Source: an optimization exercise on an open RTL-to-GDS flow (aim: small area, a short achievable clock period and few clock cycles). Production flows keep margins and buffers that such runs may drop.
At most, simulation tests tie the RTL to the original design; equivalence was not proved.
Only the layout flow was run in runs 1, 3 and 4; the RTL was not checked for function there.
Power is estimated from default activity; no workload was simulated.

==> flow/design.v <==
`timescale 1ns / 1ps
package lru_pkg;
  localparam int FRAME_SLOTS_DEF = 16;
  localparam int PAGE_W       = 16;
  localparam int STAMP_W      = 32;
  localparam int FAULT_CNT_W  = 32;
  localparam int FRAME_USED_W = 4;
  localparam int FRAMES_W     = 5;
  localparam logic [FRAMES_W-1:0] FRAMES_RESET = 5'd3;
  localparam int CFG_DATA_W = 32;
  localparam int CFG_ADDR_W = 2;
  localparam logic [CFG_ADDR_W-1:0] ADDR_FRAMES_IN_USE = 2'd0;
  typedef struct packed {
    logic hit;     
    logic empty;   
  } scan_flags_t;
endpackage
`timescale 1ns / 1ps
`timescale 1ns / 1ps
`timescale 1ns / 1ps
module lru_page_replacement #(
  parameter int FRAME_SLOTS = lru_pkg::FRAME_SLOTS_DEF
) (
  input  logic                             clk,
  input  logic                             rst_n,
  input  logic                             in_valid,
  output logic                             in_ready,
  input  logic [lru_pkg::PAGE_W-1:0]       in_page_number,
  output logic                             out_valid,
  input  logic                             out_ready,
  output logic                             out_fault,
  output logic [lru_pkg::FRAME_USED_W-1:0] out_frame_used,
  output logic                             out_evicted_valid,
  output logic [lru_pkg::PAGE_W-1:0]       out_evicted_page,
  output logic [lru_pkg::FAULT_CNT_W-1:0]  out_fault_total,
  input  logic                             cfg_psel,
  input  logic                             cfg_penable,
  input  logic                             cfg_pwrite,
  input  logic [lru_pkg::CFG_ADDR_W-1:0]   cfg_paddr,
  input  logic [lru_pkg::CFG_DATA_W-1:0]   cfg_pwdata,
  output logic [lru_pkg::CFG_DATA_W-1:0]   cfg_prdata,
  output logic                             cfg_pready
);
  localparam int N  = FRAME_SLOTS;
  localparam int PW = lru_pkg::PAGE_W;
  localparam int IDX_W = (N > 1) ? $clog2(N) : 1;
  logic [lru_pkg::FRAMES_W-1:0] frames_r;
  logic                         cfg_wr;
  logic [N-1:0]                 active;
  logic [N-1:0]                 act_nxt;
  assign cfg_pready = 1'b1;
  assign cfg_wr     = cfg_psel && cfg_penable && cfg_pwrite
                      && (cfg_paddr == lru_pkg::ADDR_FRAMES_IN_USE);
  assign cfg_prdata = (cfg_paddr == lru_pkg::ADDR_FRAMES_IN_USE)
                      ? lru_pkg::CFG_DATA_W'(frames_r) : '0;
  always_comb begin
    for (int k = 0; k < N; k++) begin
      act_nxt[k] = (k == 0) || (32'(cfg_pwdata[lru_pkg::FRAMES_W-1:0]) > k);
    end
  end
  always_ff @(posedge clk) begin
    if (!rst_n) begin
      frames_r <= lru_pkg::FRAMES_RESET;
      active   <= N'((1 << lru_pkg::FRAMES_RESET) - 1);
    end else if (cfg_wr) begin
      frames_r <= cfg_pwdata[lru_pkg::FRAMES_W-1:0];
      active   <= act_nxt;
    end
  end
  logic [PW-1:0] page_r [N];
  logic [N-1:0]  valid_r;
  logic [N-1:0]  rec_r [N];
  logic          a_v, b_v, o_v;
  logic [PW-1:0] a_page, b_page;
  logic [N-1:0]  b_match;
  logic          b_eq;
  logic [N-1:0]  prev_u;
  logic          go;
  logic          acc;
  logic [N-1:0]  use_vec;
  assign go       = !o_v || out_ready;
  assign in_ready = !a_v || go;
  assign acc      = in_valid && in_ready;
  logic [N-1:0] a_match;
  always_comb begin
    for (int k = 0; k < N; k++) begin
      a_match[k] = valid_r[k] && active[k] && (page_r[k] == a_page);
    end
  end
  always_ff @(posedge clk) begin
    if (!rst_n) begin
      a_v <= 1'b0;
    end else begin
      a_v <= acc || (a_v && !go);
    end
  end
  always_ff @(posedge clk) begin
    if (acc) begin
      a_page <= in_page_number;
    end
  end
  always_ff @(posedge clk) begin
    if (!rst_n) begin
      b_v    <= 1'b0;
      prev_u <= '0;
    end else if (go) begin
      b_v    <= a_v;
      prev_u <= use_vec;
    end
  end
  always_ff @(posedge clk) begin
    if (go) begin
      b_page  <= a_page;
      b_match <= a_match;
      b_eq    <= (a_page == b_page);
    end
  end
  logic [N-1:0] m_vec, hit_sel, emp_vec, emp_sel, lru_sel, fill_sel;
  logic         hit, any_emp;
  logic [PW-1:0] lru_page;
  assign m_vec   = (b_match & ~prev_u) | (prev_u & {N{b_eq}});
  assign hit     = |m_vec;
  assign emp_vec = ~valid_r & active;
  assign any_emp = |emp_vec;
  always_comb begin
    for (int k = 0; k < N; k++) begin
      hit_sel[k] = m_vec[k];
      emp_sel[k] = emp_vec[k];
      for (int j = 0; j < k; j++) begin
        hit_sel[k] = hit_sel[k] && !m_vec[j];
        emp_sel[k] = emp_sel[k] && !emp_vec[j];
      end
    end
  end
  always_comb begin
    for (int i = 0; i < N; i++) begin
      lru_sel[i] = active[i];
      for (int j = 0; j < N; j++) begin
        if (j < i) begin
          lru_sel[i] = lru_sel[i] && (!active[j] || rec_r[j][i]);
        end else if (j > i) begin
          lru_sel[i] = lru_sel[i] && (!active[j] || !rec_r[i][j]);
        end
      end
    end
  end
  always_comb begin
    lru_page = '0;
    for (int k = 0; k < N; k++) begin
      lru_page = lru_page | (page_r[k] & {PW{lru_sel[k]}});
    end
  end
  assign fill_sel = any_emp ? emp_sel : lru_sel;
  assign use_vec  = (hit ? hit_sel : fill_sel) & {N{b_v}};
  logic commit;
  assign commit = go && b_v;
  always_ff @(posedge clk) begin
    for (int k = 0; k < N; k++) begin
      if (commit && use_vec[k]) begin
        page_r[k] <= b_page;
      end
    end
  end
  always_ff @(posedge clk) begin
    if (!rst_n) begin
      valid_r <= '0;
    end else if (commit) begin
      valid_r <= valid_r | use_vec;
    end
  end
  always_ff @(posedge clk) begin
    for (int i = 0; i < N; i++) begin
      for (int j = i + 1; j < N; j++) begin
        if (commit && use_vec[i]) begin
          rec_r[i][j] <= 1'b1;
        end else if (commit && use_vec[j]) begin
          rec_r[i][j] <= 1'b0;
        end
      end
    end
  end
  logic [IDX_W-1:0] use_idx;
  always_comb begin
    use_idx = '0;
    for (int k = 0; k < N; k++) begin
      if (use_vec[k]) begin
        use_idx = use_idx | IDX_W'(k);
      end
    end
  end
  logic                            fault_r;
  logic [lru_pkg::FRAME_USED_W-1:0] frame_used_r;
  logic                            ev_valid_r;
  logic [PW-1:0]                   ev_page_r;
  logic [lru_pkg::FAULT_CNT_W-1:0] fault_cnt_r;
  always_ff @(posedge clk) begin
    if (!rst_n) begin
      o_v <= 1'b0;
    end else if (go) begin
      o_v <= b_v;
    end
  end
  always_ff @(posedge clk) begin
    if (!rst_n) begin
      fault_cnt_r <= '0;
    end else if (commit && !hit && (fault_cnt_r != '1)) begin
      fault_cnt_r <= fault_cnt_r + 1'b1;
    end
  end
  always_ff @(posedge clk) begin
    if (commit) begin
      fault_r      <= !hit;
      frame_used_r <= lru_pkg::FRAME_USED_W'(use_idx);
      ev_valid_r   <= !hit && !any_emp;
      ev_page_r    <= (!hit && !any_emp) ? lru_page : '0;
    end
  end
  assign out_valid         = o_v;
  assign out_fault         = fault_r;
  assign out_frame_used    = frame_used_r;
  assign out_evicted_valid = ev_valid_r;
  assign out_evicted_page  = ev_page_r;
  assign out_fault_total   = fault_cnt_r;
endmodule
==> flow/run.sh <==
#!/bin/bash
# synth_recipe.tcl (not shown) runs the flow's synth.tcl, then flattens the netlist and writes it again
# the make line also repeats each setting of config.mk as NAME=value (left out here)
make -C /OpenROAD-flow-scripts/flow DESIGN_CONFIG=/design/flow/config.mk WORK_HOME=/design/flow/orfs CLKGATE_MAP_FILE= SYNTH_SCRIPT=/design/flow/synth_recipe.tcl finish
==> flow/config.mk <==
export PLATFORM = sky130hd
export DESIGN_NAME = lru_page_replacement
export DESIGN_NICKNAME = lru_page_replacement
export VERILOG_FILES = /design/flow/design.v
export SDC_FILE = /design/flow/constraint.sdc
export NUM_CORES = 4
export LEC_CHECK = 0
export ABC_CLOCK_PERIOD_IN_PS = 2500
export CAP_MARGIN = 20
export CORE_MARGIN = 2
export CORE_UTILIZATION = 55
export SETUP_SLACK_MARGIN = 2.0
export SLEW_MARGIN = 20
==> flow/constraint.sdc <==
create_clock -name core_clock -period 5.0 [get_ports {clk}]
set_input_delay 1.0000 -clock core_clock [delete_from_list [all_inputs] [get_ports {clk}]]
set_output_delay 1.0000 -clock core_clock [all_outputs]
set_load 0.01 [all_outputs]
==> summary.txt, run 1 <==
total power 10.91 mW; final setup fails 0; # DRC 0; RD Place Congestion about 1; Mapped Cells a little over 2k; Root Buffer clkbuf_16; clock sink count about 530; M3 GR Usage 0.1301; number of I/O pins around 150; period utilization 0.6192; Pwr Density about 370 nW/um^2; Post-DP HPWL between 50,000 and 60,000 um; DR iter-0 viols approximately 3.3k; clk slew on worst S/H paths around 0.06 ns; htree depth 2; Max Clk Rate roughly 0.32 GHz; post-synth top area cell edfxtp_1; Crit. End Element flip-flop; top post-synthesis cells by area edfxtp_1 41%, dfxtp_1 17%, xnor2_1 8.3%; Worst slew margin 0.2512; layout cell share with drive strength beyond 1 0.1813; Setup Crit Path Kind reg2reg; HP Class reg2reg; reg2reg path depth 5; r2r endpoint b_match[15]$_DFFE_PP_; Lkg Pwr around 11 nW; met2 Use GR 0.5693; commonest non-fill, non-tap cell in the layout edfxtp_1; Final Hold Vio Count 0; # fillers between 3k and 4k; Post-synth EDFFs 327; Seq pwr share 0.507; port buffer count 90; Core Area roughly 43,000 um^2; register bit total from synthesis approximately 530; Vias approximately 19k; Post-Syn Area ~24,000 um^2; Rows between 70 and 80; Sw Share 0.2618; r2r startpoint a_page[15]$_DFFE_PP_; die area 45,130 um^2; post-synthesis average cell area around 12 um^2; Final Slew Violations 0; min cycle time layout approximately 3.1 ns; vias in the first global route 17.75k; Synth Flop Type edfxtp_1; largest net degree at the start of global routing 52; Cells after DPL about 2.6k; die width 212.4 um; Clock Latency Late Sink between 0.6 and 0.7 ns; Placed Area 25,610 um^2; Initial Util 0.5559; layout net count 2,317; CTS Buffer Depth 3; post-synthesis async set-or-reset flop share 0; commonest cells after routing, fill and taps aside 327 x edfxtp_1, 225 x xnor2_1, 199 x dfxtp_1; NetSw approximately 2.9 mW; critical path arrival 3.39 ns; Final Instance Area approximately 30,000 um^2; worst vdd ir about 0.00036 V; Core Util, Final 0.6911; global route overflow 0; FF-to-FF setup slack around 1.9 ns; share of the synthesized area in the top cell type 0.4110; worst slew pin tran ~1.1 ns; Logic pwr share 0.113; initial antenna violation count 2; Max Cap Viol 0; Die Y-Extent about 210 um; Hold Path Depth 1; DRT Wirelength ~91,000 um; TritonCTS clock tree built; RSZ-0062 raised after global routing true; first-pass GRT wire length 124,500 um; CP startpoint kind flip-flop; All-Layer GR Usage 0.3914; Yosys warning total 3; Yosys cell types 74; setup TNS 0 ns; worst hold path startpoint rec_r[0][7]$_SDFFE_PP1P_; area added between synthesis and finish 24.31%; Clk pwr share 0.380; Final Skew between 0.015 and 0.02 ns; critical-path maximum fanout 11; Internal just over 8 mW; outcome timing/DRC/antenna clean; vias per cell 6.635; Min-Delay Endpoint rec_r[0][7]$_SDFFE_PP1P_; Most Crowded Layer GR met2; WP data required roughly 5.3 ns; antenna-violating nets left 0; met1 usage 0.5420; post-route non-filler standard cell count between 2k and 3k; sequential share of the synthesized area 0.5844; WL/cell about 32 um; total CTS buffers 56; 1st-pass router iterations 6
state kept, by name, indices dropped and copies added, names as in the netlist:
| signal | cells |
|---|---|
| ev_page_r | 16 |
| valid_r | 16 |
| b_page | 16 |
| prev_u | 16 |
| b_eq | 1 |
| page_r | 256 |
| frame_used_r | 4 |
| a_v | 1 |
| active | 15 |
| b_v | 1 |
| frames_r | 5 |
| ev_valid_r | 1 |
| b_match | 16 |
| fault_cnt_r | 32 |
| a_page | 16 |
| rec_r | 120 |
| o_v | 1 |
| fault_r | 1 |
per-stage QoR:
stage          worst slack, ns  hold slack (ns)
6_report                 1.904           0.4572
3_3_place_gp            0.8813           0.4369
5_1_grt                  1.868           0.4760
4_1_cts                  1.939           0.4556
2_1_floorplan            2.001           0.4244
3_5_place_dp            0.7902           0.4410
metal layers:
metal	up-vias	wire length, um
met4	2	4737
met2	1454	38360
met3	304	13480
li1	8000	-
met1	9429	34620
met5	-	17
area by class of cell:
type,count,area (um^2),area share
flip-flops and latches,534,13980,0.4708
multi-input cells,1305,9653,0.3250
repair buffers,297,3017,0.1016
clock buffers,85,1624,0.05468
well taps,585,732.0,0.02464
inverters,60,420.4,0.01415
clock inverters,19,171.4,0.005771
repair inverters,5,96.34,0.003244
diodes,2,5.005,0.0001685
kinds of logic (layout without fill, tap and decap cells):
| group | Yosys count | after routing | share of synthesized area |
|---|---|---|---|
| simple gates | 489 | 490 | 0.1121 |
| fa+ha+maj | 1 | 1 | 0.0005236 |
| buf+inv | 202 | 466 | 0.03791 |
| xor+xnor | 302 | 302 | 0.1107 |
| other cells | 2 | 30 | 0.0003143 |
| compound gates | 482 | 482 | 0.1532 |
| flops | 534 | 534 | 0.5844 |
| mux | 2 | 2 | 0.0008902 |
power by group through the flow:
stage / registers [mW] / logic (mW) / clock network [mW]
after global placement: 5.59 / 0.992 / 0
final: 5.53 / 1.23 / 4.15
after detailed placement: 5.60 / 1.01 / 0
after global routing: 5.55 / 1.29 / 4.33
after floorplan: 5.41 / 0.729 / 0
after CTS: 5.50 / 1.10 / 4.16
synthesized netlist by cell type, drive strengths merged (20+ instances only):
cell / count
a22o: 51
a221oi: 49
dfxtp: 207
buf: 51
nand2b: 36
edfxtp: 327
nor4: 39
nor2: 67
xnor2: 226
a21o: 96
a21boi: 20
nand2: 116
o22ai: 22
and3: 21
xor2: 76
clkbuf: 91
inv: 56
nand3: 46
a31oi: 20
nor3: 21
a21oi: 21
a22oi: 59
nand4: 69
o21ai: 44
worst max path at each step:
stage / startpoint / endpoint / slack (ns) / cells after the start
after floorplan: out_ready / fault_cnt_r[21]$_SDFFE_PN0P_ / 2.00 / 10
after global placement: b_eq$_DFFE_PP_ / rec_r[7][15]$_SDFFE_PP1P_ / 0.88 / 12
after detailed placement: b_eq$_DFFE_PP_ / rec_r[7][15]$_SDFFE_PP1P_ / 0.79 / 12
after CTS: b_eq$_DFFE_PP_ / frame_used_r[1]$_SDFFCE_PP1P_ / 1.94 / 11
after global routing: b_eq$_DFFE_PP_ / rec_r[5][15]$_SDFFE_PP1P_ / 1.87 / 12
final: a_page[15]$_DFFE_PP_ / b_match[15]$_DFFE_PP_ / 1.90 / 5
worst max-delay path: stages, from the launching register on:
cell,delay [ns]
edfxtp_1,0.84
buf_4,0.34
xnor2_1,0.19
nand4_1,0.13
or4_1,0.52
nor4_1,0.71
timing repair:
item	4_1_cts	5_1_grt
hold buffers	0	0
setup endpoints to repair	445	416
gates resized for setup	136	112
gates cloned	5	12
buffers inserted	63	60
pin swaps	21	25
==> inputs of run 2 (changes only) <==
--- a/flow/design.v
+++ b/flow/design.v
@@ -47,24 +47,21 @@
   logic [lru_pkg::FRAMES_W-1:0] frames_r;
   logic                         cfg_wr;
   logic [N-1:0]                 active;
-  logic [N-1:0]                 act_nxt;
   assign cfg_pready = 1'b1;
   assign cfg_wr     = cfg_psel && cfg_penable && cfg_pwrite
                       && (cfg_paddr == lru_pkg::ADDR_FRAMES_IN_USE);
   assign cfg_prdata = (cfg_paddr == lru_pkg::ADDR_FRAMES_IN_USE)
                       ? lru_pkg::CFG_DATA_W'(frames_r) : '0;
-  always_comb begin
-    for (int k = 0; k < N; k++) begin
-      act_nxt[k] = (k == 0) || (32'(cfg_pwdata[lru_pkg::FRAMES_W-1:0]) > k);
-    end
-  end
   always_ff @(posedge clk) begin
     if (!rst_n) begin
       frames_r <= lru_pkg::FRAMES_RESET;
-      active   <= N'((1 << lru_pkg::FRAMES_RESET) - 1);
     end else if (cfg_wr) begin
       frames_r <= cfg_pwdata[lru_pkg::FRAMES_W-1:0];
-      active   <= act_nxt;
+    end
+  end
+  always_comb begin
+    for (int k = 0; k < N; k++) begin
+      active[k] = (k == 0) || (32'(frames_r) > k);
     end
   end
   logic [PW-1:0] page_r [N];
==> flow/config.mk (replaced) <==
export PLATFORM = sky130hd
export DESIGN_NAME = lru_page_replacement
export DESIGN_NICKNAME = lru_page_replacement
export VERILOG_FILES = /design/flow/design.v
export SDC_FILE = /design/flow/constraint.sdc
export NUM_CORES = 4
export LEC_CHECK = 0
export CAP_MARGIN = 20
export CORE_MARGIN = 2
export CORE_UTILIZATION = 40
export SLEW_MARGIN = 20
==> summary.txt, run 2 <==
HP Class reg2reg; first-pass GRT wire length 127,800 um; Initial Util 0.4029; Hold Path Depth 1; Rows 90; Post-Syn Area about 24,000 um^2; hold-fix buffers at CTS 0; clock sink count 519; register bit total from synthesis between 500 and 600; most frequent cells after synthesis 327 x edfxtp_1, 201 x xnor2_1, 192 x dfxtp_1; global route overflow 0; post-synthesis async set-or-reset flop share 0; max FFs per register roughly 260; vias in the first global route about 17k; Most flops, register page_r; Vias roughly 18k; port buffer count 90; Pwr Density approximately 400 nW/um^2; initial antenna violation count 1; worst slew pin tran 1.052 ns; CTS Buffer Depth 3; total power 11.16 mW; largest registers page_r: 256 flops, rec_r: 120 flops, fault_cnt_r: 32 flops; Max Cap Viol 0; WP data required between 5 and 6 ns; critical-path maximum fanout 21; Crit path depth 9; post-synthesis average cell area ~12 um^2; Post-DP HPWL between 60,000 and 70,000 um; setup TNS 0 ns; Yosys cell types 94; Setup Fix Bufs, Post-CTS 0; number of I/O pins about 150; final setup fails 0; TritonCTS clock tree built; antenna-violating nets left 0; area added between synthesis and finish 16.59%; r2r endpoint page_r[5][15]$_DFFE_PP_; Synth Flop Type edfxtp_1; DR iter-0 viols 2,993; critical path's top delay family compound AO/OA/AOI/OAI gates; Root Buffer clkbuf_16; # DRC 0; Post-synth EDFFs around 330; WL/cell 30.42 um; Worst slew margin 0.2987; CP max stage delay about 0.84 ns; layout cell share with drive strength beyond 1 0.1087; top post-synthesis cells by area edfxtp_1 41%, dfxtp_1 16%, xnor2_1 7.3%; min cycle time layout around 4.5 ns; critical path's slowest cell o21ai_0; Mapped Cells 2,039; Final Skew around 0.061 ns; worst path cell trace o21ai_0, a21oi_1, nor4b_4, and2_1, a22oi_1, o32ai_2, nand2_1, inv_2, buf_12; clk slew on worst S/H paths 0.06 ns; CP startpoint kind flip-flop; Min-Delay Endpoint rec_r[11][14]$_SDFFE_PP1P_; worst hold path startpoint rec_r[11][14]$_SDFFE_PP1P_; FF-to-FF setup slack approximately 0.53 ns; die width between 200 and 300 um; post-cts resize count 0; Yosys warning total 3; post-synth top area cell edfxtp_1; Final Slew Violations 0; reg2reg path depth 9; Lkg Pwr just over 10 nW; share of the synthesized area in the top cell type 0.4053; Crit. End Element flip-flop; All-Layer GR Usage 0.2828; die area about 63,000 um^2; largest net degree at the start of global routing 74; WHS ~0.46 ns; Max Clk Rate approximately 0.22 GHz; 1st-pass router iterations 8; commonest cells after routing, fill and taps aside 327 x edfxtp_1, 201 x xnor2_1, 189 x dfxtp_1; Final Hold Vio Count 0; layout net count approximately 2.2k; critical path arrival 4.79 ns; period utilization 0.8945; vias per cell between 6 and 7; worst vdd ir between 0.0002 and 0.0003 V; Clock Latency Late Sink roughly 0.66 ns; Core Area 60,130 um^2; Setup Crit Path Kind reg2reg; RSZ-0062 raised after global routing false; commonest non-fill, non-tap cell in the layout edfxtp_1; r2r startpoint frames_r[0]$_SDFFE_PN1P_; diodes inserted 0; count leader, synth edfxtp_1; total CTS buffers 56; RD Place Congestion about 1.0; crit path buf inv count 2; outcome timing/DRC/antenna clean; DRT Wirelength 90,640 um; htree depth 2; Die Y-Extent ~250 um; sequential share of the synthesized area 0.5640
==> run 2: cell types whose count changed after synthesis, moves of 15 or more <==
cell | before | now
xnor2_1 | 226 | 201
and2_1 | 15 | 38
xor2_1 | 76 | 99
a21oi_1 | 21 | 40
clkbuf_1 | 91 | 68
o21ai_0 | 35 | 50
a21o_1 | 96 | 116
a22oi_1 | 59 | 42
dfxtp_1 | 207 | 192
nand2_1 | 116 | 100
==> run 2: routing by layer <==
| metal | GRT usage | vias to the layer above | share of wire |
|---|---|---|---|
| li1 | - | 7866 | - |
| met2 | 0.4233 | 1299 | 0.43 |
| met5 | 0 | - | 0.00014 |
| met3 | 0.06692 | 181 | 0.12 |
| met4 | 0.1057 | 2 | 0.039 |
| met1 | 0.3979 | 9138 | 0.41 |
==> run 2: how the worst max path moves through the flow <==
stage                             startpoint                            to  slack (ns)
global placement    frames_r[0]$_SDFFE_PN1P_       page_r[5][12]$_DFFE_PP_        0.69
floorplan                          out_ready  fault_cnt_r[21]$_SDFFE_PN0P_        1.75
detailed placement  frames_r[0]$_SDFFE_PN1P_       page_r[5][12]$_DFFE_PP_        0.71
CTS                 frames_r[0]$_SDFFE_PN1P_       page_r[5][15]$_DFFE_PP_        0.67
global route        frames_r[0]$_SDFFE_PN1P_       page_r[5][15]$_DFFE_PP_        0.49
finish              frames_r[0]$_SDFFE_PN1P_       page_r[5][15]$_DFFE_PP_        0.53
==> run 2: cell type report <==
cell class / instances / area, um^2
clock buffer: 72 / 1523
clock inverter: 32 / 520.5
fill: 5459 / 31890
inverter: 40 / 150.1
multi-input combinational: 1358 / 9754
sequential: 519 / 13670
tap: 782 / 978.4
timing repair buffer: 177 / 1652
==> run 2: cells by family (layout without fill, tap and decap cells) <==
kind of cell | count (synthesis) | in the layout | synth area share
multiplexers | 11 | 11 | 0.004597
buffers and inverters | 188 | 321 | 0.03987
AO/OA/AOI/OAI | 510 | 510 | 0.1625
adder cells (fa/ha/maj) | 5 | 5 | 0.002169
XOR/XNOR | 300 | 300 | 0.1085
other | 2 | 28 | 0.0003100
AND/OR/NAND/NOR | 504 | 504 | 0.1181
flip-flops | 519 | 519 | 0.5640
==> run 2: power by group <==
part	internal (mW)	switching (mW)	leakage, nW
logic	0.520	0.642	4.56
registers	4.96	0.451	4.63
clock network	2.78	1.81	0.991
==> run 2: through the flow <==
step | worst slack [ns] | std cells | utilization | cell area, um^2
2_1_floorplan | 1.750 | 2065 | - | 24320
3_3_place_gp | 0.6862 | 2876 | 0.4356 | 26190
3_5_place_dp | 0.7070 | 2876 | 0.4357 | 26200
4_1_cts | 0.6696 | 2980 | 0.4697 | 28240
5_1_grt | 0.4933 | 2980 | 0.4697 | 28240
6_report | 0.5276 | 2980 | 0.4697 | 28240
Testbench counts of run 2, summed over its fixed seeds: cycles 8,872.
==> inputs of run 3 (changes only) <==
--- a/flow/design.v
+++ b/flow/design.v
@@ -47,76 +47,71 @@
   logic [lru_pkg::FRAMES_W-1:0] frames_r;
   logic                         cfg_wr;
   logic [N-1:0]                 active;
+  logic [N-1:0]                 act_nxt;
   assign cfg_pready = 1'b1;
   assign cfg_wr     = cfg_psel && cfg_penable && cfg_pwrite
                       && (cfg_paddr == lru_pkg::ADDR_FRAMES_IN_USE);
   assign cfg_prdata = (cfg_paddr == lru_pkg::ADDR_FRAMES_IN_USE)
                       ? lru_pkg::CFG_DATA_W'(frames_r) : '0;
+  always_comb begin
+    for (int k = 0; k < N; k++) begin
+      act_nxt[k] = (k == 0) || (32'(cfg_pwdata[lru_pkg::FRAMES_W-1:0]) > k);
+    end
+  end
   always_ff @(posedge clk) begin
     if (!rst_n) begin
       frames_r <= lru_pkg::FRAMES_RESET;
+      active   <= N'((1 << lru_pkg::FRAMES_RESET) - 1);
     end else if (cfg_wr) begin
       frames_r <= cfg_pwdata[lru_pkg::FRAMES_W-1:0];
-    end
-  end
-  always_comb begin
-    for (int k = 0; k < N; k++) begin
-      active[k] = (k == 0) || (32'(frames_r) > k);
+      active   <= act_nxt;
     end
   end
   logic [PW-1:0] page_r [N];
   logic [N-1:0]  valid_r;
   logic [N-1:0]  rec_r [N];
-  logic          a_v, b_v, o_v;
-  logic [PW-1:0] a_page, b_page;
+  logic          b_v, o_v;
+  logic [PW-1:0] b_page;
   logic [N-1:0]  b_match;
   logic          b_eq;
   logic [N-1:0]  prev_u;
+  logic          prev_v;
   logic          go;
   logic          acc;
   logic [N-1:0]  use_vec;
   assign go       = !o_v || out_ready;
-  assign in_ready = !a_v || go;
-  assign acc      = in_valid && in_ready;
-  logic [N-1:0] a_match;
-  always_comb begin
-    for (int k = 0; k < N; k++) begin
-      a_match[k] = valid_r[k] && active[k] && (page_r[k] == a_page);
-    end
-  end
-  always_ff @(posedge clk) begin
-    if (!rst_n) begin
-      a_v <= 1'b0;
-    end else begin
-      a_v <= acc || (a_v && !go);
-    end
-  end
-  always_ff @(posedge clk) begin
-    if (acc) begin
-      a_page <= in_page_number;
+  assign in_ready = go;
+  assign acc      = in_valid && go;
+  logic [N-1:0] in_match;
+  always_comb begin
+    for (int k = 0; k < N; k++) begin
+      in_match[k] = valid_r[k] && active[k] && (page_r[k] == in_page_number)
+                    && !use_vec[k];
     end
   end
   always_ff @(posedge clk) begin
     if (!rst_n) begin
       b_v    <= 1'b0;
       prev_u <= '0;
+      prev_v <= 1'b0;
     end else if (go) begin
-      b_v    <= a_v;
+      b_v    <= acc;
       prev_u <= use_vec;
+      prev_v <= b_v;
     end
   end
   always_ff @(posedge clk) begin
     if (go) begin
-      b_page  <= a_page;
-      b_match <= a_match;
-      b_eq    <= (a_page == b_page);
+      b_page  <= in_page_number;
+      b_match <= in_match;
+      b_eq    <= (in_page_number == b_page);
     end
   end
   logic [N-1:0] m_vec, hit_sel, emp_vec, emp_sel, lru_sel, fill_sel;
   logic         hit, any_emp;
   logic [PW-1:0] lru_page;
-  assign m_vec   = (b_match & ~prev_u) | (prev_u & {N{b_eq}});
-  assign hit     = |m_vec;
+  assign m_vec   = b_match | (prev_u & {N{b_eq}});
+  assign hit     = (|b_match) || (prev_v && b_eq);
   assign emp_vec = ~valid_r & active;
   assign any_emp = |emp_vec;
   always_comb begin
--- a/flow/config.mk
+++ b/flow/config.mk
@@ -5,7 +5,9 @@
 export SDC_FILE = /design/flow/constraint.sdc
 export NUM_CORES = 4
 export LEC_CHECK = 0
+export ABC_CLOCK_PERIOD_IN_PS = 2200
 export CAP_MARGIN = 20
 export CORE_MARGIN = 2
-export CORE_UTILIZATION = 40
+export CORE_UTILIZATION = 55
+export SETUP_SLACK_MARGIN = 2.3
 export SLEW_MARGIN = 20
==> summary.txt, run 3 <==
diodes inserted 0; Hold Path Depth 1; Pwr Density 377.6 nW/um^2; HP Class reg2reg; htree depth 2; DRT Wirelength around 93,000 um; WL/cell between 30 and 40 um; post-synthesis average cell area roughly 12 um^2; largest net degree at the start of global routing 87; Rows 76; port buffer count 90; outcome timing/DRC/antenna clean; antenna-violating nets left 0; total power 11.09 mW; Lkg Pwr roughly 11 nW; Initial Util 0.5544; area added between synthesis and finish 23.53%; top post-synthesis cells by area edfxtp_1 39%, dfxtp_1 17%, xnor2_1 11%; Most flops, register page_r; Setup Crit Path Kind reg2reg; # fillers between 3k and 4k; commonest non-fill, non-tap cell in the layout edfxtp_1; Final Slew Violations 0; commonest cells after routing, fill and taps aside 311 x edfxtp_1, 279 x xnor2_1, 188 x dfxtp_1; critical path's slowest cell or4_1; RSZ-0062 raised after global routing true; most frequent cells after synthesis 311 x edfxtp_1, 288 x xnor2_1, 206 x dfxtp_1; Max Cap Viol 0; setup TNS 0 ns; Final Hold Vio Count 0; CP max stage delay about 0.54 ns; Yosys cell types 87; sequential cell area roughly 14,000 um^2; sequential share of the synthesized area 0.5662; All-Layer GR Usage 0.4052; Mapped Cells 2,029; Worst slew margin 0.3908; Post-DP HPWL ~60,000 um; CTS Buffer Depth 3; global route overflow 0; Cells after DPL roughly 2.7k; NetSw roughly 3.1 mW; Sw Share 0.2779; Die Y-Extent between 200 and 250 um; TritonCTS clock tree built; share of the synthesized area in the top cell type 0.3928; max FFs per register approximately 260; Core Util, Final 0.6849; post-route non-filler standard cell count 2,854; initial antenna violation count 1; Final Skew 0.02873 ns; Seq pwr share 0.484; vias per cell approximately 6.7; largest registers page_r: 256 flops, rec_r: 120 flops, fault_cnt_r: 32 flops; reg2reg path depth 9; die area around 45,000 um^2; Clk pwr share 0.372; Post-Syn Area roughly 24,000 um^2; number of I/O pins around 150; Post-synth EDFFs around 310; Internal 8.009 mW; post-synth top area cell edfxtp_1; WP data required 5.35 ns; Logic pwr share 0.144; Max Clk Rate roughly 0.36 GHz; count leader, synth edfxtp_1; critical-path maximum fanout 12; clk slew on worst S/H paths roughly 0.060 ns; vias in the first global route between 15k and 20k; Yosys warning total 3; worst slew pin tran a little over 0.9 ns; Core Area 42,890 um^2; die width around 210 um; 1st-pass router iterations 6; min cycle time layout about 2.8 ns; register bit total from synthesis roughly 520; layout cell share with drive strength beyond 1 0.1944; WHS 0.4589 ns; CP startpoint kind flip-flop; DR iter-0 viols 3,065; critical path arrival roughly 3.2 ns; Synth Flop Type edfxtp_1; total CTS buffers 55; Vias between 15k and 20k; worst vdd ir between 0.0003 and 0.0004 V; layout net count about 2.3k; worst path cell trace buf_4, nand2_1, and4_4, nand2_2, buf_8, a221oi_4, nor3_4, or4_1, or3_4; RD Place Congestion a little over 1; period utilization 0.5585; # DRC 0; post-synthesis async set-or-reset flop share 0; first-pass GRT wire length 127,500 um; Root Buffer clkbuf_16; multi-input logic area approximately 10,000 um^2; final setup fails 0; Crit. End Element flip-flop; Clock Latency Late Sink between 0.6 and 0.7 ns; clock sink count 517
## run 3: changes by cell type in the layout (fill, tap and decap cells not counted), moves of 16 or more
cell / delta
a21o_1: -24
a22o_1: +19
buf_12: +17
buf_4: +35
buf_6: +18
clkdlybuf4s50_1: -23
edfxtp_1: -16
nand2_1: +26
nand4_1: +16
nor2_1: -21
nor4_1: -27
xnor2_1: +78
xor2_1: -85
## run 3: per-layer routing
layer	track usage	up-vias	part of all wire
met5	0	-	0.00013
met4	0.2754	2	0.083
met3	0.08930	354	0.11
met2	0.6207	1403	0.44
met1	0.5152	9375	0.36
li1	-	7935	-
## run 3: stage by stage
step                      cell area, um^2  setup slack (ns)
final                               29370             2.208
after global routing                29370             2.172
after CTS                           28640             2.192
after detailed placement            25410            0.9465
after global placement              25410            0.9782
after floorplan                     23970             2.105
## run 3: power groups by stage
stage,logic (mW),registers (mW),clock network (mW)
floorplan,0.899,5.27,0
global placement,1.33,5.40,0
detailed placement,1.35,5.42,0
CTS,1.48,5.33,4.14
global route,1.66,5.39,4.31
finish,1.60,5.37,4.12
## run 3: cell families (layout without fill, tap and decap cells)
| group | Yosys count | after routing | share of synthesized area |
|---|---|---|---|
| other cells | 2 | 28 | 0.0003158 |
| flops | 517 | 517 | 0.5662 |
| simple gates | 532 | 535 | 0.1291 |
| fa+ha+maj | 1 | 1 | 0.0005261 |
| compound gates | 472 | 472 | 0.1517 |
| mux | 2 | 2 | 0.0008420 |
| buf+inv | 201 | 412 | 0.04015 |
| xor+xnor | 302 | 302 | 0.1112 |
## run 3: cell type report
type / instances / area share
inverters: 53 / 0.01223
flip-flops and latches: 517 / 0.4603
clock inverters: 31 / 0.009925
clock buffers: 69 / 0.05112
repair buffers: 257 / 0.08967
well taps: 585 / 0.02492
repair inverters: 2 / 0.0007667
multi-input cells: 1340 / 0.3511
## run 3: worst max-delay path, delay by kind of cell, from the launching register on
kind | cells | cell delay [ns]
AND/OR/NAND/NOR | 6 | 1.41
flip-flops | 1 | 0.48
buffers and inverters | 2 | 0.35
AO/OA/AOI/OAI | 1 | 0.27
## run 3: path summary, 6_finish.rpt
check | start | end | slack (ns)
worst min register to register | rec_r[0][8]$_SDFFE_PP1P_ | rec_r[0][8]$_SDFFE_PP1P_ | 0.46
worst max-delay path | b_eq$_DFFE_PN_ | frame_used_r[2]$_SDFFCE_PP1P_ | 2.21
worst min-delay path | rec_r[0][8]$_SDFFE_PP1P_ | rec_r[0][8]$_SDFFE_PP1P_ | 0.46
worst max register to register | b_eq$_DFFE_PN_ | frame_used_r[2]$_SDFFCE_PP1P_ | 2.21
## run 3: timing repair
| action | CTS | global route |
|---|---|---|
| gates cloned | 9 | 2 |
| setup buffers | 50 | 36 |
| setup endpoints to repair | 492 | 371 |
| gates resized for setup | 266 | 94 |
| hold buffers | 0 | 0 |
| pin swaps | 20 | 25 |
==> inputs of run 4 (changes only) <==
--- a/flow/config.mk
+++ b/flow/config.mk
@@ -5,9 +5,9 @@
 export SDC_FILE = /design/flow/constraint.sdc
 export NUM_CORES = 4
 export LEC_CHECK = 0
-export ABC_CLOCK_PERIOD_IN_PS = 2200
+export ABC_CLOCK_PERIOD_IN_PS = 2000
 export CAP_MARGIN = 20
 export CORE_MARGIN = 2
 export CORE_UTILIZATION = 55
-export SETUP_SLACK_MARGIN = 2.3
+export SETUP_SLACK_MARGIN = 2.7
 export SLEW_MARGIN = 20
==> summary.txt, run 4 <==
outcome timing/DRC/antenna clean; Post-Syn Area roughly 24,000 um^2; register bit total from synthesis 517; hold-fix buffers at CTS 0; commonest non-fill, non-tap cell in the layout edfxtp_1; layout net count roughly 2.5k; number of I/O pins 146; Core Area roughly 43,000 um^2; top post-synthesis cells by area edfxtp_1 39%, dfxtp_1 17%, xnor2_1 11%; largest registers page_r: 256 flops, rec_r: 120 flops, fault_cnt_r: 32 flops; Final Slew Violations 0; Crit. End Element flip-flop; total CTS buffers between 50 and 60; Setup Crit Path Kind reg2reg; clock sink count between 500 and 600; largest net degree at the start of global routing 55; clk slew on worst S/H paths approximately 0.06 ns; critical path's slowest cell a222oi_1; FF-to-FF setup slack 1.54 ns; max FFs per register 256; critical-path maximum fanout 6; Final Skew between 0.04 and 0.05 ns; htree depth 2; critical path's top delay family compound AO/OA/AOI/OAI gates; port buffer count 90; All-Layer GR Usage 0.4722; Rows 76; WL/cell roughly 38 um; Yosys warning total 3; antenna-violating nets left 0; first-pass GRT wire length between 100,000 and 150,000 um; Post-DP HPWL roughly 60,000 um; final setup fails 0; critical path arrival 3.95 ns; total power approximately 12 mW; initial antenna violation count 6; vias in the first global route around 20k; DR iter-0 viols roughly 4k; Vias 22.22k; RSZ-0062 raised after global routing true; CTS Buffer Depth 3; commonest cells after routing, fill and taps aside 311 x edfxtp_1, 258 x xnor2_1, 182 x buf_4; worst vdd ir around 0.00032 V; post-synthesis average cell area 11.72 um^2; die area around 45,000 um^2; Mapped Cells between 2k and 2.5k; 1st-pass router iterations 16; Min-Delay Endpoint frames_r[1]$_SDFFE_PN1P_; Pwr Density approximately 350 nW/um^2; CP startpoint kind flip-flop; r2r endpoint ev_page_r[12]$_SDFFCE_PN0P_; area added between synthesis and finish 44.37%; min cycle time layout roughly 3.5 ns; worst slew pin tran around 1.4 ns; Clock Latency Late Sink 0.67 ns; DRT Wirelength 117,000 um; post-synthesis async set-or-reset flop share 0; HP Class reg2reg; Synth Flop Type edfxtp_1; Yosys cell types 87; Lkg Pwr 12.85 nW; Final Hold Vio Count 0; sequential share of the synthesized area 0.5662; global route overflow 0; Final Instance Area roughly 34,000 um^2; r2r startpoint active[4]$_SDFFE_PN0P_; Initial Util 0.5544; TritonCTS clock tree built; RD Place Congestion 1.004; post-synth top area cell edfxtp_1; Hold Path Depth 2; worst path cell trace buf_8, buf_6, a222oi_1, and4b_2, and2_4, buf_4, a22oi_1, and3_1, a31oi_2; CP max stage delay 1.16 ns; most frequent cells after synthesis 311 x edfxtp_1, 288 x xnor2_1, 206 x dfxtp_1; setup TNS 0 ns; Post-synth EDFFs between 300 and 400; Root Buffer clkbuf_16; vias per cell about 7.2; Crit path depth 9; die width roughly 210 um; crit path buf inv count 3; count leader, synth edfxtp_1; Most flops, register page_r; reg2reg path depth 9; layout cell share with drive strength beyond 1 0.3823; Max Clk Rate 0.2888 GHz; Die Y-Extent ~210 um; worst hold path startpoint frames_r[1]$_SDFFE_PN1P_; share of the synthesized area in the top cell type 0.3928; # DRC 0; Placed Area about 25,000 um^2; Worst slew margin 0.06291; WP data required approximately 5.5 ns; period utilization 0.6924; Max Cap Viol 0
-- run 4: cell counts after synthesis --
Identical to the previous run, type by type.
-- run 4: area by class of cell --
cell class | count | area [um^2]
antenna | 3 | 7.507
clock buffer | 81 | 1574
clock inverter | 19 | 216.5
fill | 2414 | 8558
inverter | 53 | 481.7
multi-input combinational | 1341 | 11920
sequential | 517 | 13550
tap | 585 | 732.0
timing repair buffer | 479 | 5355
timing repair inverter | 29 | 493.0
-- run 4: worst min-delay path, cell delays in order, from the launching register on --
cell     delay (ns)
dfxtp_1        0.32
nand2_1        0.05
nand3_1        0.06
-- run 4: how the worst max path moves through the flow --
stage / start / end
floorplan: out_ready / fault_cnt_r[31]$_SDFFE_PN0P_
global placement: out_ready / page_r[2][3]$_DFFE_PP_
detailed placement: out_ready / page_r[2][3]$_DFFE_PP_
CTS: active[2]$_SDFFE_PN1P_ / frame_used_r[2]$_SDFFCE_PP1P_
global route: active[4]$_SDFFE_PN0P_ / page_r[6][6]$_DFFE_PP_
finish: active[4]$_SDFFE_PN0P_ / ev_page_r[12]$_SDFFCE_PN0P_
-- run 4: through the flow --
| stage | util | worst slack (ns) | hold WS [ns] | std cells |
|---|---|---|---|---|
| 2_1_floorplan | - | 2.112 | 0.4179 | 2055 |
| 3_3_place_gp | 0.5929 | 1.057 | 0.4266 | 2649 |
| 3_5_place_dp | 0.5929 | 1.075 | 0.4369 | 2649 |
| 4_1_cts | 0.7597 | 2.350 | 0.4498 | 3028 |
| 5_1_grt | 0.8003 | 1.698 | 0.4750 | 3104 |
| 6_report | 0.8004 | 1.538 | 0.4600 | 3107 |
-- run 4: timing repair --
action,CTS,global route
setup buffers,239,65
pin swaps,149,131
setup endpoints to repair,552,510
gates resized for setup,795,297
gates cloned,40,11
-- run 4: report_power, final --
| part | internal (mW) | total (mW) | switching [mW] |
|---|---|---|---|
| logic | 0.987 | 2.22 | 1.23 |
| clock network | 2.38 | 4.19 | 1.81 |
| registers | 4.94 | 5.47 | 0.523 |
-- run 4: layer usage --
layer	track usage	up-vias	routed length, um
met4	0.4104	12	14050
met5	0.01224	-	108
li1	-	8461	-
met3	0.1749	878	19160
met1	0.5616	10640	37020
met2	0.6716	2226	46620
-- run 4: kinds of logic after synthesis --
logic type | after synthesis | share of synthesized area
AND/OR/NAND/NOR | 532 | 0.1291
flip-flops | 517 | 0.5662
AO/OA/AOI/OAI | 472 | 0.1517
XOR/XNOR | 302 | 0.1112
buffers and inverters | 201 | 0.04015
other | 2 | 0.0003158
multiplexers | 2 | 0.0008420
adder cells (fa/ha/maj) | 1 | 0.0005261
==> inputs of run 5 (changes only) <==
--- a/flow/design.v
+++ b/flow/design.v
@@ -120,7 +120,7 @@
       emp_sel[k] = emp_vec[k];
       for (int j = 0; j < k; j++) begin
         hit_sel[k] = hit_sel[k] && !m_vec[j];
-        emp_sel[k] = emp_sel[k] && !emp_vec[j];
+        emp_sel[k] = emp_sel[k] && valid_r[j];
       end
     end
   end
@@ -129,7 +129,7 @@
       lru_sel[i] = active[i];
       for (int j = 0; j < N; j++) begin
         if (j < i) begin
-          lru_sel[i] = lru_sel[i] && (!active[j] || rec_r[j][i]);
+          lru_sel[i] = lru_sel[i] && rec_r[j][i];
         end else if (j > i) begin
           lru_sel[i] = lru_sel[i] && (!active[j] || !rec_r[i][j]);
         end
@@ -171,15 +171,16 @@
       end
     end
   end
+  function automatic logic [IDX_W-1:0] enc(input logic [N-1:0] v);
+    enc = '0;
+    for (int k = 0; k < N; k++) begin
+      if (v[k]) begin
+        enc = enc | IDX_W'(k);
+      end
+    end
+  endfunction
   logic [IDX_W-1:0] use_idx;
-  always_comb begin
-    use_idx = '0;
-    for (int k = 0; k < N; k++) begin
-      if (use_vec[k]) begin
-        use_idx = use_idx | IDX_W'(k);
-      end
-    end
-  end
+  assign use_idx = hit ? enc(hit_sel) : (any_emp ? enc(emp_sel) : enc(lru_sel));
   logic                            fault_r;
   logic [lru_pkg::FRAME_USED_W-1:0] frame_used_r;
   logic                            ev_valid_r;
--- a/flow/config.mk
+++ b/flow/config.mk
@@ -5,9 +5,10 @@
 export SDC_FILE = /design/flow/constraint.sdc
 export NUM_CORES = 4
 export LEC_CHECK = 0
-export ABC_CLOCK_PERIOD_IN_PS = 2000
+export ABC_CLOCK_PERIOD_IN_PS = 2200
 export CAP_MARGIN = 20
 export CORE_MARGIN = 2
 export CORE_UTILIZATION = 55
-export SETUP_SLACK_MARGIN = 2.7
+export PLACE_DENSITY = 0.75
+export SETUP_SLACK_MARGIN = 2.3
 export SLEW_MARGIN = 20
==> summary.txt, run 5 <==
outcome timing/DRC/antenna clean; hold-fix buffers at CTS 0; post-synth top area cell edfxtp_1; max FFs per register between 200 and 300; HP Class reg2reg; Final Skew between 0.03 and 0.04 ns; port buffer count 90; NetSw about 3.3 mW; Post-DP HPWL about 59,000 um; worst vdd ir around 0.00043 V; vias per cell 7.030; register bit total from synthesis approximately 520; DR iter-0 viols around 3.7k; clock sink count between 500 and 600; Crit. End Element flip-flop; count leader, synth edfxtp_1; Most flops, register page_r; CTS Buffer Depth 3; die area 44,440 um^2; RD Place Congestion 1.010; Mapped Cells around 2.1k; Max Clk Rate roughly 0.36 GHz; clk slew on worst S/H paths roughly 0.06 ns; RSZ-0062 raised after global routing true; CP startpoint kind primary input; Yosys warning total 3; final setup fails 0; # DRC 0; top post-synthesis cells by area edfxtp_1 40%, dfxtp_1 18%, xnor2_1 10%; largest net degree at the start of global routing 67; Synth Flop Type edfxtp_1; sequential share of the synthesized area 0.5723; Worst slew margin 0.3971; DRT Wirelength approximately 95,000 um; Core Util, Final 0.7041; CP most frequent cell nand4_1; Die Y-Extent around 210 um; commonest non-fill, non-tap cell in the layout edfxtp_1; Final Slew Violations 0; critical path's slowest cell clkdlybuf4s50_1; critical path arrival approximately 3.2 ns; Post-synth EDFFs ~310; Core Area approximately 42,000 um^2; Max Cap Viol 0; Internal between 8 and 9 mW; CP max stage delay between 0.5 and 0.6 ns; post-synthesis average cell area about 11 um^2; critical-path maximum fanout 17; largest registers page_r: 256 flops, rec_r: 120 flops, fault_cnt_r: 32 flops; Lkg Pwr around 11 nW; Final Hold Vio Count 0; first-pass GRT wire length around 130,000 um; Pwr Density about 400 nW/um^2; Clock Latency Late Sink about 0.66 ns; 1st-pass router iterations 7; Sw Share 0.2864; setup TNS 0 ns; Clk pwr share 0.375; initial antenna violation count 4; Setup Crit Path Kind in2reg; Post-Syn Area 23,530 um^2; worst slew pin tran 0.9044 ns; Root Buffer clkbuf_16; layout net count 2,327; share of the synthesized area in the top cell type 0.3970; Seq pwr share 0.474; area added between synthesis and finish 25.82%; layout cell share with drive strength beyond 1 0.2010; htree depth 2; WP data required ~5.4 ns; min cycle time layout about 2.8 ns; most frequent cells after synthesis 311 x edfxtp_1, 273 x xnor2_1, 206 x dfxtp_1; worst path cell trace clkdlybuf4s50_1, buf_6, xnor2_1, nand4_1, nor4_1, nand4_1, a21oi_1; Initial Util 0.5596; total CTS buffers 54; antenna-violating nets left 0; Vias around 20k; die width 210.8 um; Rows 75; TritonCTS clock tree built; All-Layer GR Usage 0.4141; post-synthesis async set-or-reset flop share 0; number of I/O pins 146; WL/cell around 33 um; vias in the first global route 18.62k; Yosys cell types 74; commonest cells after routing, fill and taps aside 311 x edfxtp_1, 259 x xnor2_1, 190 x dfxtp_1; period utilization 0.5559; Logic pwr share 0.151; global route overflow 0; # fillers slightly below 3k
-- run 5: changes by cell type after synthesis, sizes merged, moves of 21 or more --
cell / previous run / this run
a21oi: 31 / 79
nor2: 38 / 73
and2: 45 / 11
nand4: 89 / 123
nand2b: 39 / 10
a21boi: 21 / 0
nand2: 134 / 155
-- run 5: final timing paths --
kind,endpoint,cells after the start,from,slack [ns]
max,b_match[14]$_DFFE_PN_,7,in_page_number[15],2.22
min,rec_r[1][8]$_SDFFE_PP1P_,1,rec_r[1][8]$_SDFFE_PP1P_,0.46
max reg2reg,page_r[14][6]$_DFFE_PP_,9,valid_r[7]$_SDFFE_PN0P_,2.25
min reg2reg,rec_r[1][8]$_SDFFE_PP1P_,1,rec_r[1][8]$_SDFFE_PP1P_,0.46
-- run 5: cell families after synthesis --
logic type / count (synthesis) / share of synthesized area
buffers and inverters: 185 / 0.03670
DFF: 517 / 0.5723
adders and majority gates: 1 / 0.0005318
muxes: 2 / 0.0008510
AOI/OAI and AO/OA: 461 / 0.1425
other: 2 / 0.0003192
and+or+nand+nor: 585 / 0.1363
xor gates and xnor gates: 297 / 0.1106
-- run 5: worst max-delay path, delay by kind of cell --
family | cells | cell delay, ns
AND/OR/NAND/NOR | 3 | 0.80
AO/OA/AOI/OAI | 1 | 0.33
buffers and inverters | 2 | 0.84
XOR/XNOR | 1 | 0.22
-- run 5: metal layers --
layer / global-route usage / vias to the layer above / share of wire
met5: 0.01224 / - / 0.0012
met1: 0.5473 / 9638 / 0.35
li1: - / 8132 / -
met2: 0.5953 / 1902 / 0.42
met4: 0.2028 / 8 / 0.066
met3: 0.1604 / 385 / 0.17
-- run 5: power by group through the flow --
stage	logic (mW)	registers (mW)	clock network [mW]
5_1_grt	1.79	5.51	4.46
4_1_cts	1.57	5.44	4.30
2_1_floorplan	0.905	5.36	0
6_report	1.74	5.48	4.33
3_3_place_gp	1.33	5.50	0
3_5_place_dp	1.36	5.53	0
-- run 5: timing repair --
action	CTS	global route
setup buffers	75	35
cloned	16	5
endpoints found under the setup margin	457	401
endpoints found under the hold margin	0	0
resized for setup	231	118
pin swaps	42	49
-- run 5: area by class of cell --
type                            count  area, um^2  area share
Clock buffer                       67        1460     0.04933
Multi-Input combinational cell   1374       10110      0.3416
Timing Repair Buffer              276        3044      0.1028
Inverter                           36       277.8    0.009384
Timing Repair inverter             10       102.6    0.003466
Antenna cell                        1       2.502  0.00008454
Sequential cell                   517       13500      0.4560
Clock inverter                     34       427.9     0.01446
Tap cell                          539       674.4     0.02278
-- run 5: stage by stage --
step | std cells | setup WS (ns) | cell area, um^2 | hold slack, ns | total power [mW]
global placement | 2621 | 1.142 | 25080 | 0.4271 | 6.839
floorplan | 2076 | 2.300 | 23710 | 0.4187 | 6.269
finish | 2854 | 2.220 | 29600 | 0.4573 | 11.55
CTS | 2813 | 2.237 | 28760 | 0.4546 | 11.30
global route | 2853 | 2.213 | 29600 | 0.4717 | 11.76
detailed placement | 2621 | 1.062 | 25080 | 0.4410 | 6.886
Testbench counts of run 5, summed over its fixed seeds: cycles 8,848.
==> inputs of run 6 (changes only) <==
--- a/flow/config.mk
+++ b/flow/config.mk
@@ -9,6 +9,5 @@
 export CAP_MARGIN = 20
 export CORE_MARGIN = 2
 export CORE_UTILIZATION = 55
-export PLACE_DENSITY = 0.75
-export SETUP_SLACK_MARGIN = 2.3
+export SETUP_SLACK_MARGIN = 2.1
 export SLEW_MARGIN = 20
==> summary.txt, run 6 <==
worst vdd ir approximately 0.00038 V; antenna-violating nets left 0; Hold Path Depth 2; Post-DP HPWL roughly 60,000 um; share of the synthesized area in the top cell type 0.3970; post-synthesis average cell area 11.48 um^2; post-synthesis async set-or-reset flop share 0; count leader, synth edfxtp_1; vias in the first global route 17.64k; HP Class reg2reg; WP data required 5.42 ns; Synth Flop Type edfxtp_1; # fillers around 3.3k; Yosys warning total 3; 1st-pass router iterations 6; port buffer count 90; DRT Wirelength 90,520 um; RD Place Congestion 1.042; NetSw between 3 and 4 mW; critical path's slowest cell xnor2_1; Post-synth EDFFs about 310; Final Slew Violations 0; critical path's top delay family simple AND/OR/NAND/NOR gates; die area roughly 44,000 um^2; WHS between 0.4 and 0.5 ns; total CTS buffers 54; critical path arrival 3.38 ns; Max Clk Rate around 0.34 GHz; Clock Latency Late Sink around 0.64 ns; Core Area roughly 42,000 um^2; max FFs per register between 200 and 300; All-Layer GR Usage 0.4032; critical-path maximum fanout 2; RSZ-0062 raised after global routing true; global route overflow 0; Pwr Density 399.7 nW/um^2; layout net count 2,253; vias per cell a little under 7; Cells after DPL 2,623; Max Cap Viol 0; r2r endpoint page_r[13][2]$_DFFE_PP_; worst hold path startpoint frames_r[4]$_SDFFE_PN0P_; Core Util, Final 0.6647; Crit. End Element flip-flop; Internal around 8.1 mW; final setup fails 0; Sw Share 0.2789; Final Hold Vio Count 0; CTS Buffer Depth 3; commonest cells after routing, fill and taps aside 311 x edfxtp_1, 270 x xnor2_1, 193 x dfxtp_1; worst slew pin tran between 0.9 and 1 ns; initial antenna violation count 2; WL/cell about 33 um; dpl ws about 1.1 ns; Most flops, register page_r; Final Instance Area 27,940 um^2; Seq pwr share 0.490; layout cell share with drive strength beyond 1 0.1399; Vias approximately 19k; crit path buf inv count 1; Initial Util 0.5596; first-pass GRT wire length between 100,000 and 150,000 um; Yosys cell types 74; Die Y-Extent between 200 and 250 um; Placed Area 25,080 um^2; Mapped Cells a little over 2k; register bit total from synthesis ~520; post-route non-filler standard cell count 2,779; commonest non-fill, non-tap cell in the layout edfxtp_1; area added between synthesis and finish 18.79%; htree depth 2; die width 210.8 um; sequential cell area around 13,000 um^2; reg2reg path depth 7; Final Skew roughly 0.036 ns; most frequent cells after synthesis 311 x edfxtp_1, 273 x xnor2_1, 206 x dfxtp_1; Worst slew margin 0.3794; sequential share of the synthesized area 0.5723; largest net degree at the start of global routing 67; TritonCTS clock tree built; r2r startpoint b_match[1]$_DFFE_PN_; outcome timing/DRC/antenna clean; Setup Crit Path Kind in2reg; final worst setup slack 2.038 ns; largest registers page_r: 256 flops, rec_r: 120 flops, fault_cnt_r: 32 flops; Rows 75; CP max stage delay between 0.5 and 0.6 ns; min cycle time layout just under 3 ns; FF-to-FF setup slack around 2.1 ns; period utilization 0.5925; total power ~11 mW; post-synth top area cell edfxtp_1; CP startpoint kind primary input; Root Buffer clkbuf_16; # DRC 0; Lkg Pwr between 9 and 10 nW; DR iter-0 viols between 2k and 3k; Logic pwr share 0.133; Min-Delay Endpoint frames_r[4]$_SDFFE_PN0P_; Clk pwr share 0.377; number of I/O pins 146; clock sink count ~520; worst path cell trace clkdlybuf4s50_1, xnor2_1, nand3_1, nor4_1, nand4_1, a21oi_1; Post-Syn Area ~24,000 um^2; multi-input logic area roughly 9700 um^2; top post-synthesis cells by area edfxtp_1 40%, dfxtp_1 18%, xnor2_1 10%; setup TNS 0 ns; clk slew on worst S/H paths about 0.06 ns
[run 6: cell families after synthesis]
logic type	synth area share
AOI/OAI and AO/OA	0.1425
xor gates and xnor gates	0.1106
adders and majority gates	0.0005318
buffers and inverters	0.03670
DFF	0.5723
muxes	0.0008510
other	0.0003192
and+or+nand+nor	0.1363
[run 6: layout make-up]
cell class              instances  area share
repair inverters                2   0.0006268
clock buffers                  76     0.05498
diodes                          2   0.0001791
multi-input cells            1374      0.3460
clock inverters                23     0.01061
well taps                     539     0.02413
repair buffers                210     0.07159
flip-flops and latches        517      0.4829
inverters                      36    0.008955
[run 6: how the worst max path moves through the flow]
stage / start / end / slack [ns] / cells past startpoint
after floorplan: out_ready / page_r[9][0]$_DFFE_PP_ / 2.10 / 9
after CTS: active[6]$_SDFFE_PN0P_ / page_r[11][7]$_DFFE_PP_ / 2.05 / 7
after global placement: b_eq$_DFFE_PN_ / page_r[11][4]$_DFFE_PP_ / 1.18 / 7
after global routing: in_page_number[0] / b_match[14]$_DFFE_PN_ / 1.98 / 6
after detailed placement: out_ready / valid_r[6]$_SDFFE_PN0P_ / 1.14 / 10
final: in_page_number[4] / b_match[14]$_DFFE_PN_ / 2.04 / 6
[run 6: timing repair]
action	in CTS	in global routing
resized for setup	104	76
setup endpoints to repair	438	365
hold buffers	0	0
gates cloned	2	2
pin swaps	5	17
buffers inserted	27	24
[run 6: power groups by stage]
stage,clock network (mW),logic (mW),registers [mW]
2_1_floorplan,0,0.900,5.36
3_3_place_gp,0,1.33,5.52
3_5_place_dp,0,1.36,5.53
4_1_cts,4.22,1.42,5.44
5_1_grt,4.39,1.56,5.50
6_report,4.21,1.49,5.47
[run 6: per-layer routing]
| layer | part of all wire | wire (um) | GRT usage | up-vias |
|---|---|---|---|---|
| met5 | 0.00020 | 18 | 0 | - |
| met4 | 0.072 | 6531 | 0.2598 | 2 |
| met3 | 0.11 | 10370 | 0.08534 | 308 |
| met2 | 0.44 | 40150 | 0.6081 | 1407 |
| met1 | 0.37 | 33450 | 0.5309 | 9363 |
| li1 | - | - | - | 7948 |
[run 6: tightest hold or removal path: cells and delay by family, from the launching register on]
family | cells | cell delay (ns)
compound gates | 1 | 0.05
flops | 1 | 0.30
simple gates | 1 | 0.05
==> inputs of run 7 (changes only) <==
--- a/flow/config.mk
+++ b/flow/config.mk
@@ -9,5 +9,5 @@
 export CAP_MARGIN = 20
 export CORE_MARGIN = 2
 export CORE_UTILIZATION = 55
-export SETUP_SLACK_MARGIN = 2.1
+export SETUP_SLACK_MARGIN = 2.4
 export SLEW_MARGIN = 20
==> summary.txt, run 7 <==
critical path arrival 3.05 ns; vias per cell between 6 and 7; XOR/XNOR Fraction of Synth Area 0.1106; DRT Wirelength about 94,000 um; RSZ-0062 raised after global routing true; Final Hold Vio Count 0; top post-synthesis cells by area edfxtp_1 40%, dfxtp_1 18%, xnor2_1 10%; combinational family with the most area after synthesis compound AO/OA/AOI/OAI gates; Crit path depth 8; die area between 40,000 and 50,000 um^2; min cycle time layout 2.723 ns; r2r endpoint frame_used_r[2]$_DFFE_PP_; Clock Latency Late Sink 0.63 ns; Post-DP HPWL about 60,000 um; CP startpoint kind flip-flop; 1st-pass router iterations 9; Core Area 42,040 um^2; largest net degree at the start of global routing 39; # fillers slightly above 3k; Mapped Cells 2,050; area added between synthesis and finish 26.42%; Synth Flop Type edfxtp_1; total CTS buffers 52; Most flops, register page_r; worst vdd ir about 0.00033 V; layout cell share with drive strength beyond 1 0.2103; r2r startpoint b_match[10]$_DFFE_PN_; # DRC 0; post-synthesis mux area share 0.0008510; Rows 75; Lkg Pwr between 10 and 15 nW; die width roughly 210 um; Hold Path Depth 2; Post-Syn Area 23,530 um^2; setup TNS 0 ns; layout net count between 2k and 2.5k; Yosys cell types 74; outcome timing/DRC/antenna clean; total power 11.07 mW; crit path buf inv count 1; RD Place Congestion 1.094; worst path cell trace nor3_1, nand3_2, or2_4, buf_12, a21oi_1, o211ai_1, nor4_2, a211oi_1; Final Skew approximately 0.033 ns; adder-cell share of the synthesized area 0.0005319; Vias 19.63k; final setup fails 0; register bit total from synthesis slightly above 500; CTS Buffer Depth 3; Post-synth EDFFs 311; most frequent cells after synthesis 311 x edfxtp_1, 273 x xnor2_1, 206 x dfxtp_1; hold-fix buffers at CTS 0; Pwr Density around 370 nW/um^2; critical-path maximum fanout 6; Yosys warning total 3; simple-gate area share of the yosys netlist 0.1363; Max Cap Viol 0; largest registers page_r: 256 flops, rec_r: 120 flops, fault_cnt_r: 32 flops; port buffer count 90; All-Layer GR Usage 0.4166; Crit. End Element flip-flop; sequential cell area 13,520 um^2; vias in the first global route ~18k; Root Buffer clkbuf_16; Synth Area in Compound Gates 0.1425; DR iter-0 viols a little under 3k; Initial Util 0.5596; post-synthesis average cell area 11.48 um^2; WP data required 5.33 ns; critical path's slowest cell edfxtp_1; FF-to-FF setup slack roughly 2.3 ns; diodes inserted 0; critical path's top delay family simple AND/OR/NAND/NOR gates; Die Y-Extent around 210 um; global route overflow 0; TritonCTS clock tree built; Worst slew margin 0.4112; antenna-violating nets left 0; Setup Crit Path Kind reg2reg; commonest non-fill, non-tap cell in the layout edfxtp_1; Max Clk Rate approximately 0.37 GHz; htree depth 2; sequential share of the synthesized area 0.5723; crit path from b_match[10]$_DFFE_PN_; initial antenna violation count 1; first-pass GRT wire length between 100,000 and 150,000 um; reg2reg path depth 8; share of the synthesized area in the top cell type 0.3970; max FFs per register 256; clk slew on worst S/H paths ~0.060 ns; Final Slew Violations 0; CP max stage delay approximately 0.48 ns; clock sink count a little over 500; post-synthesis async set-or-reset flop share 0; worst slew pin tran slightly below 0.9 ns; HP Class reg2reg; Min-Delay Endpoint frames_r[3]$_SDFFE_PN0P_; post-synth top area cell edfxtp_1; period utilization 0.5445; worst hold path startpoint frames_r[3]$_SDFFE_PN0P_; number of I/O pins 146; commonest cells after routing, fill and taps aside 311 x edfxtp_1, 255 x xnor2_1, 178 x dfxtp_1; multi-input logic area around 10,000 um^2; WL/cell 32.97 um; count leader, synth edfxtp_1
==> run 7: layer usage <==
metal	track usage	up-vias	wire (um)
met4	0.3001	2	8372
met2	0.6248	1556	40650
li1	-	8152	-
met3	0.09367	380	12140
met5	0.002225	-	18
met1	0.5351	9540	33250
==> run 7: worst reg2reg max path, cell delays in order (launching register included) <==
cell	delay (ns)
edfxtp_1	0.48
nor3_1	0.36
nand3_2	0.14
or2_4	0.29
buf_12	0.15
a21oi_1	0.28
o211ai_1	0.24
nor4_2	0.39
a211oi_1	0.10
==> run 7: area by class of cell <==
| class | count | share of cell area |
|---|---|---|
| Clock buffer | 73 | 0.04809 |
| Tap cell | 539 | 0.02268 |
| Timing Repair inverter | 7 | 0.003239 |
| Multi-Input combinational cell | 1374 | 0.3417 |
| Clock inverter | 23 | 0.007110 |
| Inverter | 36 | 0.008666 |
| Timing Repair Buffer | 295 | 0.1139 |
| Sequential cell | 517 | 0.4546 |
==> run 7: logic make-up after synthesis <==
logic type	after synthesis
DFF	517
other	2
xor gates and xnor gates	297
adders and majority gates	1
buffers and inverters	185
and+or+nand+nor	585
AOI/OAI and AO/OA	461
muxes	2
==> run 7: how the worst max path moves through the flow <==
stage                                   endpoint  slack [ns]
floorplan           fault_cnt_r[23]$_SDFFE_PN0P_        2.38
finish                 frame_used_r[2]$_DFFE_PP_        2.28
global placement         page_r[7][11]$_DFFE_PP_        1.02
global route             page_r[12][9]$_DFFE_PP_        2.22
CTS                      page_r[12][1]$_DFFE_PP_        2.28
detailed placement     rec_r[5][12]$_SDFFE_PP1P_        1.02
==> run 7: power breakdown <==
part / switching [mW] / internal (mW)
clock network: 1.68 / 2.15
logic: 0.993 / 0.768
registers: 0.479 / 5.00
==> run 7: per-stage QoR <==
step / util / setup WS [ns] / instances / hold WS (ns) / cell area, um^2
finish: 0.7074 / 2.277 / 2864 / 0.4509 / 29740
global route: 0.7074 / 2.219 / 2864 / 0.4774 / 29740
CTS: 0.6835 / 2.279 / 2814 / 0.4513 / 28730
detailed placement: 0.5996 / 1.016 / 2629 / 0.4374 / 25210
global placement: 0.5993 / 1.018 / 2628 / 0.4296 / 25200
floorplan: - / 2.381 / 2076 / 0.4187 / 23790
==> run 7: what timing repair did <==
action	4_1_cts	5_1_grt
endpoints found under the setup margin	478	382
gates resized for setup	279	130
buffers inserted	74	41
pin swaps	46	56
gates cloned	15	9

-- what the ideal ports hide --
Ports are ideal in the flow. The routed layouts listed here were re-timed in OpenROAD.
Step 1: set_driving_cell puts a clkbuf_16 on clk and a buf_2 on each other input, an assumption about the parent block.
Step 2 times the ports against the registers' clock, not the clock port: input delays grow and output delays shrink by t, the midpoint of the rising clock arrivals with the driver on.
Three values: no drivers, after step 1, after step 2; two values: the first two.
run | t (ns) | setup WS [ns] | hold slack, ns | worst setup path after step 2
run 1 | 0.688 | 1.904 / 1.904 / 1.472 | 0.457 / 0.457 / 0.457 | input to register
run 2 | 0.696 | 0.528 / 0.528 / 0.528 | 0.457 / 0.457 / 0.457 | register to register
run 3 | 0.679 | 2.208 / 2.208 / 1.627 | 0.459 / 0.459 / 0.459 | input to register
run 4 | 0.714 | 1.538 / 1.538 / 1.255 | 0.460 / 0.460 / 0.460 | input to register
run 5 | 0.701 | 2.220 / 2.249 / 1.557 | 0.457 / 0.457 / 0.457 | input to register
run 6 | 0.677 | 2.038 / 2.071 / 1.398 | 0.449 / 0.449 / 0.449 | input to register
run 7 | 0.673 | 2.277 / 2.277 / 1.749 | 0.451 / 0.451 / 0.451 | input to register
After both steps setup and hold are still met in every run listed. The setup slack of run 5, which loses most, moves by +0.029 ns with the drivers and by -0.663 ns with both steps.
